From an optimization exercise on the open Yosys and OpenROAD flow, aimed at small area and few clock cycles per item; shortcuts taken in it are not production practice. Function was checked by simulation only, so behaviour that the tests miss may differ from the original.

==> run a <==
// feedback_paced_drop_tail_queue_top
module feedback_paced_drop_tail_queue_top #(
	parameter int unsigned QUEUE_DEPTH = 64,
	parameter int unsigned SCALE_MAX   = 255
) (
	input  logic        clk,
	input  logic        arst_n,
	input  logic        psel,
	input  logic        penable,
	input  logic        pwrite,
	input  logic [3:0]  paddr,
	input  logic [31:0] pwdata,
	output logic [31:0] prdata,
	output logic        pready,
	input  logic        item_valid,
	output logic        item_stall,
	input  logic [1:0]  action,
	input  logic [31:0] now_time,
	input  logic [15:0] packet_tag,
	input  logic [19:0] packet_duration,
	input  logic        queue_full_flag,
	input  logic        receiver_full_flag,
	output logic        result_valid,
	input  logic        result_stall,
	output logic        sent_valid,
	output logic [15:0] sent_tag,
	output logic [24:0] service_delay,
	output logic        start_service_now,
	output logic        dropped,
	output logic [6:0]  queue_length,
	output logic [7:0]  scale_tenths
);
Settings: LEC_CHECK=0, CAP_MARGIN=10, CORE_MARGIN=2, CORE_UTILIZATION=40, GPL_TIMING_DRIVEN=0, SETUP_SLACK_MARGIN=0.1, SLEW_MARGIN=10; clock period 7.2 ns.
standard.sh (not shown) runs the stock make flow with config.mk's settings and CLKGATE_MAP_FILE= SYNTH_SCRIPT=/design/flow/synth_recipe.tcl, a recipe that flattens the netlist after the stock synthesis.
==> flow/flow/run.sh <==
#!/bin/bash
# Own layout flow: the standard synthesis unchanged, then the standard
# layout steps with different settings for port buffering, high-fanout
# buffering before placement repair, clock tree. Each
# step's output goes to a log file of its own here.
set -euo pipefail
bash standard.sh synth > synth.log 2>&1
CTS="-sink_clustering_enable -repair_clock_nets -dont_use_dummy_load"
CTS="$CTS -sink_clustering_size 16 -sink_clustering_max_diameter 60"
CTS="$CTS -buf_list {sky130_fd_sc_hd__clkbuf_16}"
bash standard.sh \
	"BUFFER_PORTS_ARGS=-buffer_cell sky130_fd_sc_hd__buf_2" \
	"PRE_RESIZE_TCL=$PWD/flow/pre_resize.tcl" \
	"CTS_ARGS=$CTS" \
	finish > layout.log 2>&1
==> flow/flow/pre_resize.tcl <==
# Buffer high-fanout nets before clock tree synthesis with small buffers
# only: the write enables and the write data of the packet store.
set_dont_use {sky130_fd_sc_hd__buf_6 sky130_fd_sc_hd__buf_8 sky130_fd_sc_hd__buf_12
	sky130_fd_sc_hd__buf_16 sky130_fd_sc_hd__bufbuf_8 sky130_fd_sc_hd__bufbuf_16
	sky130_fd_sc_hd__clkbuf_8 sky130_fd_sc_hd__clkbuf_16}
==> run b (differences from run a) <==
--- a/flow/design.v
+++ b/flow/design.v
@@ -1050,43 +1050,29 @@
 	logic              dropped_q;
 	logic [6:0]        qlen_q;
 	logic [7:0]        scale_out_q;
 	logic [TAG_W-1:0]  tag_q;
 	logic [30:0]       z_q;
 	logic              adv;
 	logic              acc;
-	logic              wrapped;
-	logic              past_backoff;
-	logic              past_raise;
+	logic [TIME_W-1:0] elapsed;
 	logic              dec;
 	logic              raise_hit;
 	logic              inc;
 	logic              pop;
 	logic              go_idle;
 	logic              drop;
 	logic              push;
 	logic              start;
 	logic [5:0]        tail;
 	logic [QUEUE_DEPTH-1:0] at_last;
 	logic [DUR_W-1:0]  head_dur;
 	logic [24:0]       d17;
 	logic [24:0]       d17_q;
 	logic [TAG_W-1:0]  rd_tag;
-	function automatic logic elapsed_ge(input logic [TIME_W-1:0] now,
-			input logic [TIME_W-1:0] last, input logic [TIME_W-1:0] lim,
-			input logic wrap);
-		logic [33:0] a, b, c, sum, carry, d;
-		a     = {2'b00, now};
-		b     = {2'b11, ~last};
-		c     = {2'b11, ~lim};
-		sum   = a ^ b ^ c;
-		carry = {(a[32:0] & b[32:0]) | (a[32:0] & c[32:0]) | (b[32:0] & c[32:0]), 1'b0};
-		d     = sum + carry + 34'd2;
-		elapsed_ge = wrap ? (!d[33] || d[32]) : !d[33];
-	endfunction
 	assign pready = 1'b1;
 	assign cfg_wr = psel && penable && pwrite;
 	always_ff @(posedge clk or negedge arst_n) begin
 		if (!arst_n) begin
 			limit_q   <= fpq_pkg::QUEUE_LIMIT_RST;
 			backoff_q <= fpq_pkg::BACKOFF_RST;
 			raise_q   <= fpq_pkg::RAISE_RST;
@@ -1107,21 +1093,19 @@
 			default:                  prdata = 32'd0;
 		endcase
 	end
 	assign adv        = !result_valid_q || !result_stall;
 	assign item_stall = !adv;
 	assign acc        = item_valid && adv;
 	always_comb begin
-		wrapped      = now_time < last_q;
-		past_backoff = elapsed_ge(now_time, last_q, backoff_q, wrapped);
-		past_raise   = elapsed_ge(now_time, last_q, raise_q, wrapped);
-		dec       = (action != fpq_pkg::ACT_IGNORED) && past_backoff &&
+		elapsed   = now_time - last_q;
+		dec       = (action != fpq_pkg::ACT_IGNORED) && (elapsed >= backoff_q) &&
 			(scale_q > 8'd1);
 		raise_hit = (action == fpq_pkg::ACT_FEEDBACK) &&
-			(queue_full_flag || receiver_full_flag) && past_raise;
+			(queue_full_flag || receiver_full_flag) && (elapsed >= raise_q);
 		inc       = raise_hit && (dec || scale_q != 8'd255);
 		pop       = (action == fpq_pkg::ACT_SERVICE_END) && (count_q != 7'd0);
 		go_idle   = (action == fpq_pkg::ACT_SERVICE_END) && (count_q == 7'd0);
 		drop      = (action == fpq_pkg::ACT_ARRIVAL) &&
 			((count_q >= limit_q) || count_q[6]);
 		push      = (action == fpq_pkg::ACT_ARRIVAL) && !drop;
 		start     = push && !busy_q;
@@ -1186,17 +1170,17 @@
 			at_last[i] = last_pop_q == 6'(i);
 		end
 	end
 	always_comb begin
 		head_dur = '0;
 		for (int i = 0; i < QUEUE_DEPTH; i++) begin
 			head_dur = head_dur | (mem_q[i][DUR_W-1:0] &
-				{DUR_W{at_last[(i + QUEUE_DEPTH - 1) % QUEUE_DEPTH]}});
+				{DUR_W{acc && pop && at_last[(i + QUEUE_DEPTH - 1) % QUEUE_DEPTH]}});
 		end
-		d17 = (25'(head_dur) + {head_dur, 4'b0000}) & {25{acc && pop}};
+		d17 = 25'(head_dur) + {head_dur, 4'b0000};
 	end
 	always_ff @(posedge clk) begin
 		if (adv) begin
 			d17_q <= d17;
 		end
 	end
 	always_comb begin
==> flow/run.sh (new file) <==
#!/bin/bash
# synth_recipe.tcl (not shown) runs the flow's synth.tcl, then flattens the netlist and writes it again
# the make line also repeats each setting of config.mk as NAME=value (left out here)
make -C /OpenROAD-flow-scripts/flow DESIGN_CONFIG=/design/flow/config.mk WORK_HOME=/design/flow/orfs CLKGATE_MAP_FILE= SYNTH_SCRIPT=/design/flow/synth_recipe.tcl finish
==> flow/config.mk (replaced) <==
export PLATFORM = sky130hd
export DESIGN_NAME = feedback_paced_drop_tail_queue_top
export DESIGN_NICKNAME = feedback_paced_drop_tail_queue_top
export VERILOG_FILES = /design/flow/design.v
export SDC_FILE = /design/flow/constraint.sdc
export NUM_CORES = 4
export LEC_CHECK = 0
export CAP_MARGIN = 20
export CORE_MARGIN = 2
export CORE_UTILIZATION = 40
export SLEW_MARGIN = 20
removed: flow/flow/run.sh
removed: flow/flow/pre_resize.tcl
removed: flow/standard.sh
==> run c (differences from run a) <==
--- a/flow/design.v
+++ b/flow/design.v
@@ -1050,43 +1050,29 @@
 	logic              dropped_q;
 	logic [6:0]        qlen_q;
 	logic [7:0]        scale_out_q;
 	logic [TAG_W-1:0]  tag_q;
 	logic [30:0]       z_q;
 	logic              adv;
 	logic              acc;
-	logic              wrapped;
-	logic              past_backoff;
-	logic              past_raise;
+	logic [TIME_W-1:0] elapsed;
 	logic              dec;
 	logic              raise_hit;
 	logic              inc;
 	logic              pop;
 	logic              go_idle;
 	logic              drop;
 	logic              push;
 	logic              start;
 	logic [5:0]        tail;
 	logic [QUEUE_DEPTH-1:0] at_last;
 	logic [DUR_W-1:0]  head_dur;
 	logic [24:0]       d17;
 	logic [24:0]       d17_q;
 	logic [TAG_W-1:0]  rd_tag;
-	function automatic logic elapsed_ge(input logic [TIME_W-1:0] now,
-			input logic [TIME_W-1:0] last, input logic [TIME_W-1:0] lim,
-			input logic wrap);
-		logic [33:0] a, b, c, sum, carry, d;
-		a     = {2'b00, now};
-		b     = {2'b11, ~last};
-		c     = {2'b11, ~lim};
-		sum   = a ^ b ^ c;
-		carry = {(a[32:0] & b[32:0]) | (a[32:0] & c[32:0]) | (b[32:0] & c[32:0]), 1'b0};
-		d     = sum + carry + 34'd2;
-		elapsed_ge = wrap ? (!d[33] || d[32]) : !d[33];
-	endfunction
 	assign pready = 1'b1;
 	assign cfg_wr = psel && penable && pwrite;
 	always_ff @(posedge clk or negedge arst_n) begin
 		if (!arst_n) begin
 			limit_q   <= fpq_pkg::QUEUE_LIMIT_RST;
 			backoff_q <= fpq_pkg::BACKOFF_RST;
 			raise_q   <= fpq_pkg::RAISE_RST;
@@ -1107,21 +1093,19 @@
 			default:                  prdata = 32'd0;
 		endcase
 	end
 	assign adv        = !result_valid_q || !result_stall;
 	assign item_stall = !adv;
 	assign acc        = item_valid && adv;
 	always_comb begin
-		wrapped      = now_time < last_q;
-		past_backoff = elapsed_ge(now_time, last_q, backoff_q, wrapped);
-		past_raise   = elapsed_ge(now_time, last_q, raise_q, wrapped);
-		dec       = (action != fpq_pkg::ACT_IGNORED) && past_backoff &&
+		elapsed   = now_time - last_q;
+		dec       = (action != fpq_pkg::ACT_IGNORED) && (elapsed >= backoff_q) &&
 			(scale_q > 8'd1);
 		raise_hit = (action == fpq_pkg::ACT_FEEDBACK) &&
-			(queue_full_flag || receiver_full_flag) && past_raise;
+			(queue_full_flag || receiver_full_flag) && (elapsed >= raise_q);
 		inc       = raise_hit && (dec || scale_q != 8'd255);
 		pop       = (action == fpq_pkg::ACT_SERVICE_END) && (count_q != 7'd0);
 		go_idle   = (action == fpq_pkg::ACT_SERVICE_END) && (count_q == 7'd0);
 		drop      = (action == fpq_pkg::ACT_ARRIVAL) &&
 			((count_q >= limit_q) || count_q[6]);
 		push      = (action == fpq_pkg::ACT_ARRIVAL) && !drop;
 		start     = push && !busy_q;
@@ -1186,17 +1170,17 @@
 			at_last[i] = last_pop_q == 6'(i);
 		end
 	end
 	always_comb begin
 		head_dur = '0;
 		for (int i = 0; i < QUEUE_DEPTH; i++) begin
 			head_dur = head_dur | (mem_q[i][DUR_W-1:0] &
-				{DUR_W{at_last[(i + QUEUE_DEPTH - 1) % QUEUE_DEPTH]}});
+				{DUR_W{acc && pop && at_last[(i + QUEUE_DEPTH - 1) % QUEUE_DEPTH]}});
 		end
-		d17 = (25'(head_dur) + {head_dur, 4'b0000}) & {25{acc && pop}};
+		d17 = 25'(head_dur) + {head_dur, 4'b0000};
 	end
 	always_ff @(posedge clk) begin
 		if (adv) begin
 			d17_q <= d17;
 		end
 	end
 	always_comb begin
==> flow/flow/run.sh (replaced) <==
#!/bin/bash
# Own layout flow: the standard synthesis unchanged, then the standard
# layout steps with different settings for port buffering, clock tree and
# area recovery. Each step's output goes to a log file of its own here.
set -euo pipefail
bash standard.sh synth > synth.log 2>&1
CTS="-sink_clustering_enable -repair_clock_nets -dont_use_dummy_load"
CTS="$CTS -buf_list {sky130_fd_sc_hd__clkbuf_4 sky130_fd_sc_hd__clkbuf_8}"
bash standard.sh \
	"BUFFER_PORTS_ARGS=-buffer_cell sky130_fd_sc_hd__buf_2" \
	"CTS_ARGS=$CTS" \
	"RECOVER_POWER=100" \
	finish > layout.log 2>&1
==> flow/config.mk (replaced) <==
export PLATFORM = sky130hd
export DESIGN_NAME = feedback_paced_drop_tail_queue_top
export DESIGN_NICKNAME = feedback_paced_drop_tail_queue_top
export VERILOG_FILES = /design/flow/design.v
export SDC_FILE = /design/flow/constraint.sdc
export NUM_CORES = 4
export LEC_CHECK = 0
export CAP_MARGIN = 5
export CORE_MARGIN = 2
export CORE_UTILIZATION = 40
export GPL_TIMING_DRIVEN = 0
export SLEW_MARGIN = 5
removed: flow/flow/pre_resize.tcl
==> impl.org <==
** Outcome
- Result of the run :: finished with violations
- The violated checks flagged are capacitance limit, slew limit, setup timing.

** STA
- Finish-stage setup viols :: 86
- In the post-route analysis, the smallest setup slack over all paths is -0.332 ns.
- Max Slew Vio Count :: 4306

** Run
- Across the run, the number of max-cap violations was 178.
The numbers above come from run c.

==> impl.org <==
** Outcome
- The run finished with no timing, DRC or antenna violations.

** STA
- Hold_ws :: approximately 0.46 ns
- Finish-stage setup viols :: 0
- The count of final max-slew check failures is 0.
- Once routing completed, OpenROAD measured the worst setup slack at 0.156 ns.

** Run
- The tool flagged a number of max-cap violations equal to 0.
The numbers above come from run a.

==> impl.org <==
** STA
- Setup violations remaining at the end of the flow were counted as 0.
- Max Slew Vio Count :: 0
- Setup slack after layout :: between 0.3 and 0.4 ns

** Outcome
- Result of the run :: timing/DRC/antenna clean
The numbers above come from run b.

Testbench counts of run a, summed over its fixed seeds: cycles 24,016, items 24,000.
Testbench counts of run b, summed over its fixed seeds: cycles 24,016, items 24,000.
Testbench counts of run c, summed over its fixed seeds: cycles 24,016, items 24,000.

## port drivers added, routing unchanged
Ports are ideal in the flow. The routed layouts listed here were re-timed in OpenROAD. Step 1 sets driving cells, clkbuf_16 on the clock port and buf_2 on the other inputs (assumed; they add their load-dependent delay and slew). Step 2 also shifts input and output timing later by t, the mid clock arrival at the registers, as if the neighbouring blocks saw the same clock. a / b / c = ideal ports / drivers / drivers and shift; a / b = the first two.
run | t, ns | setup slack, ns | worst register clock-pin slew, ns
run a | 0.976 | 0.156 / 0.156 / -0.136 | 0.08 / 0.08
run b | 1.025 | 0.306 / 0.213 / -0.577 | 0.07 / 0.07
run c | 1.177 | -0.332 / -0.332 / -0.866 | 0.07 / 0.07
Met with ideal ports but missed after step 2: setup timing in run a and run b. For run b, which loses most, drivers alone change the setup slack by -0.093 ns; drivers and shift together by -0.883 ns.
